What follows belongs to an exercise in optimizing a design on an open flow for small area; a production flow would make more cautious choices. In this exercise RTL edits were held to simulation tests only and were not proved equivalent to the original. Power is estimated from default activity; no workload was simulated. The clock port is modelled as an ideal driver; clocking choices that lean on that would not hold on a real chip.

## rv_core_shell
module rv_core_shell (
  input  logic                    clk_i,
  input  logic                    rst_ni,
  input  logic                    fetch_enable_i,
  input  logic                    core_busy_i,
  input  logic                    debug_req_i,
  input  logic                    irq_pending_i,
  input  logic                    irq_nm_i,
  input  logic                    rf_we_i,
  input  rv_shell_pkg::reg_addr_t rf_waddr_i,
  input  logic [32-1:0]     rf_wdata_i,
  input  rv_shell_pkg::reg_addr_t rf_raddr_a_i,
  input  rv_shell_pkg::reg_addr_t rf_raddr_b_i,
  output logic [32-1:0]     rf_rdata_a_o,
  output logic [32-1:0]     rf_rdata_b_o,
  output logic                    core_sleep_o,
  output logic                    alert_major_o
);
Size in the first run: roughly 2100 cells after synthesis, roughly 120 I/O pins, ~0.040 mm2 of cells after synthesis.
export LEC_CHECK = 0
export CAP_MARGIN = 10
export CORE_MARGIN = 2
export CORE_UTILIZATION = 50
export SLEW_MARGIN = 10
export SYNTH_HIERARCHICAL = 1
create_clock -name core_clock -period 6.0 [get_ports {clk_i}]
standard.sh (not shown) runs the stock make flow with config.mk's settings and CLKGATE_MAP_FILE= SYNTH_SCRIPT=/design/flow/synth_recipe.tcl, a recipe that flattens the netlist after the stock synthesis.
==> flow/flow/run.sh <==
#!/bin/bash
# Standard ORFS layout with two changes: the port buffers are plain
# buf_1 cells (the resizer may still upsize them), and clock tree synthesis
# clusters more registers per leaf buffer, uses one clock buffer type and
# inserts no dummy loads. After global routing, gates off the critical
# paths are downsized (ORFS's power recovery step, RECOVER_POWER).
set -euo pipefail
bash standard.sh \
  "RECOVER_POWER=100" \
  "BUFFER_PORTS_ARGS=-buffer_cell sky130_fd_sc_hd__buf_1" \
  "CTS_ARGS=-sink_clustering_enable -sink_clustering_size 16 -sink_clustering_max_diameter 100 -repair_clock_nets -dont_use_dummy_load -buf_list {sky130_fd_sc_hd__clkbuf_8}" \
  finish > standard_flow.log 2>&1
The first run reached the layout checks and failed them: max-capacitance violations, max-slew violations.
Change:
==> flow/run.sh (new file) <==
#!/bin/bash
# synth_recipe.tcl (not shown) runs the flow's synth.tcl, then flattens the netlist and writes it again
# the make line also repeats each setting of config.mk as NAME=value (left out here)
make -C /OpenROAD-flow-scripts/flow DESIGN_CONFIG=/design/flow/config.mk WORK_HOME=/design/flow/orfs CLKGATE_MAP_FILE= SYNTH_SCRIPT=/design/flow/synth_recipe.tcl finish
- CAP_MARGIN: 10 -> 20
- CORE_UTILIZATION: 50 -> 55
- SLEW_MARGIN: 10 -> 20
removed: flow/flow/run.sh
removed: flow/standard.sh
Effect: The changed run passed the timing, design-rule and antenna checks. Wire length climbs by 0.77%. Total power increases by 28%. Area after synthesis stays the same. Design area went up by 8.6%. Register-to-register slack improved by 2300 ps. Worst setup slack got worse by 290 ps.

---

rv_core_shell again, from the RTL that the note above started with.
clock: 6.0 ns
lec_check: 0
cap_margin: 10
core_margin: 2
core_utilization: 50
slew_margin: 10
synth_hierarchical: 1
==> flow/flow/run.sh <==
#!/bin/bash
# Standard ORFS layout with two changes: the port buffers are plain
# buf_1 cells (the resizer may still upsize them), and clock tree synthesis
# clusters more registers per leaf buffer, uses one clock buffer type and
# inserts no dummy loads.
set -euo pipefail
bash standard.sh \
  "BUFFER_PORTS_ARGS=-buffer_cell sky130_fd_sc_hd__buf_1" \
  "CTS_ARGS=-sink_clustering_enable -sink_clustering_size 30 -sink_clustering_max_diameter 100 -repair_clock_nets -dont_use_dummy_load -buf_list {sky130_fd_sc_hd__clkbuf_16}" \
  finish > standard_flow.log 2>&1
Rerun with:
==> flow/run.sh (new file) <==
#!/bin/bash
# synth_recipe.tcl (not shown) runs the flow's synth.tcl, then flattens the netlist and writes it again
# the make line also repeats each setting of config.mk as NAME=value (left out here)
make -C /OpenROAD-flow-scripts/flow DESIGN_CONFIG=/design/flow/config.mk WORK_HOME=/design/flow/orfs CLKGATE_MAP_FILE= SYNTH_SCRIPT=/design/flow/synth_recipe.tcl finish
- CAP_MARGIN: 10 -> 20
- CORE_UTILIZATION: 50 -> 70
- SLEW_MARGIN: 10 -> 20
removed: flow/flow/run.sh
removed: flow/standard.sh
Result: Now the flow completed and failed the layout checks on max-capacitance violations, max-slew violations, negative setup slack; routed wire length grows by 5.7%; cell area came out higher by 7.6%; die area went down by 28%; cell count came out lower by 3.8%; setup slack loses 0.68 ns; area after synthesis is unchanged; combinational power goes up by 8.9%; power climbs by 29%.
Rerun with:
==> flow/flow/run.sh (new file) <==
#!/bin/bash
# Standard ORFS layout with two changes: the port buffers are plain
# buf_1 cells (the resizer may still upsize them), and clock tree synthesis
# uses small clock buffers and inserts no dummy loads.
set -euo pipefail
bash standard.sh \
  "BUFFER_PORTS_ARGS=-buffer_cell sky130_fd_sc_hd__buf_1" \
  "CTS_ARGS=-sink_clustering_enable -repair_clock_nets -dont_use_dummy_load -buf_list {sky130_fd_sc_hd__clkbuf_4 sky130_fd_sc_hd__clkbuf_8}" \
  finish > standard_flow.log 2>&1
==> flow/standard.sh (new file) <==
#!/bin/bash
# synth_recipe.tcl (not shown) runs the flow's synth.tcl, then flattens the netlist and writes it again
# the make line also repeats each setting of config.mk as NAME=value (left out here)
make -C /OpenROAD-flow-scripts/flow DESIGN_CONFIG=/design/flow/config.mk WORK_HOME=/design/flow/orfs CLKGATE_MAP_FILE= SYNTH_SCRIPT=/design/flow/synth_recipe.tcl "${@:-finish}"
- CORE_UTILIZATION: 70 -> 50
removed: flow/run.sh
What happened: Now the flow completed without violations. First-iteration DRC count drops by 17%. Routed wire length falls by 4.3%. Worst setup slack is better by 0.72 ns. Combinational power came out lower by 8.0%. Design area is lower by 4.4%.
Rerun with:
--- a/flow/flow/run.sh
+++ b/flow/flow/run.sh
@@ -4 +4,2 @@
-# uses small clock buffers and inserts no dummy loads.
+# clusters more registers per leaf buffer, uses one clock buffer type and
+# inserts no dummy loads.
@@ -8 +9 @@
-  "CTS_ARGS=-sink_clustering_enable -repair_clock_nets -dont_use_dummy_load -buf_list {sky130_fd_sc_hd__clkbuf_4 sky130_fd_sc_hd__clkbuf_8}" \
+  "CTS_ARGS=-sink_clustering_enable -sink_clustering_size 16 -sink_clustering_max_diameter 100 -repair_clock_nets -dont_use_dummy_load -buf_list {sky130_fd_sc_hd__clkbuf_8}" \
- CAP_MARGIN: 20 -> 10
- SLEW_MARGIN: 20 -> 10
=> The changed run passed the timing, design-rule and antenna checks; wire length drops by 0.76%; worst hold slack is better by 0.016 ns; total power came out lower by 11%; synthesized area is unchanged; global-route usage is lower by 0.56 points; via count fell by 1.2%; setup slack is worse by 0.090 ns; register-to-register slack is worse by 0.04 ns; final area shrinks by 2.7%.
Rerun with:
==> flow/run.sh (new file) <==
#!/bin/bash
# synth_recipe.tcl (not shown) runs the flow's synth.tcl, then flattens the netlist and writes it again
# the make line also repeats each setting of config.mk as NAME=value (left out here)
make -C /OpenROAD-flow-scripts/flow DESIGN_CONFIG=/design/flow/config.mk WORK_HOME=/design/flow/orfs CLKGATE_MAP_FILE= SYNTH_SCRIPT=/design/flow/synth_recipe.tcl finish
- CAP_MARGIN: 10 -> 20
- CTS_BUF_LIST: unset -> sky130_fd_sc_hd__clkbuf_4 sky130_fd_sc_hd__clkbuf_8
- SLEW_MARGIN: 10 -> 20
removed: flow/flow/run.sh
removed: flow/standard.sh
Effect: The changed run completed without violations; die area does not change; clock power goes up by well over a third; worst hold slack improves by 0.0048 ns; power goes up by a quarter to a third; sequential share of layout area goes down by 5.1 points; combinational power goes up by roughly a tenth; wire length goes up by a few percent; non-clock buffer count goes up by 21; maximum frequency goes down by a little under a tenth; flip-flop and latch count is unchanged; register-to-register slack improves by 0.67 ns.

## static timing again, ports no longer ideal
The results above use ideal ports. As a check the final layouts listed here were re-extracted and re-timed, cells and wires unchanged. Step 1 assumes that a clkbuf_16 drives the clock port and a buf_2 every other input. Step 2 moves the port delays by t, midway between the first and last clock arrival at a register: inputs arrive t later, outputs are due t later. That takes back most of the time a late clock gives input paths. Slacks: ideal ports / drivers / drivers and shift; pairs: ideal ports / drivers.
run | t (ns) | setup WS [ns] | worst setup path at the end | latest minus earliest clock arrival (ns)
the first run of note 1 | 0.756 | 0.433 / 0.428 / -0.289 | input to register | 0.070 / 0.069
the second run of note 1 | 0.730 | 0.146 / 0.119 / 0.119 | input to output | 0.028 / 0.027
the first run of note 2 | 0.691 | 0.584 / 0.558 / 0.558 | input to output | 0.057 / 0.057
the second run of note 2 | 0.733 | -0.094 / -0.140 / -0.140 | input to output | 0.017 / 0.018
the third run of note 2 | 0.838 | 0.624 / 0.596 / 0.596 | input to output | 0.086 / 0.086
the fourth run of note 2 | 0.756 | 0.535 / 0.509 / 0.509 | input to output | 0.072 / 0.073
the fifth run of note 2 | 0.895 | 0.041 / 0.009 / 0.009 | input to output | 0.068 / 0.068
The setup slack of the first run of note 1, which loses most, moves by -0.005 ns with the drivers and by -0.722 ns with both steps.
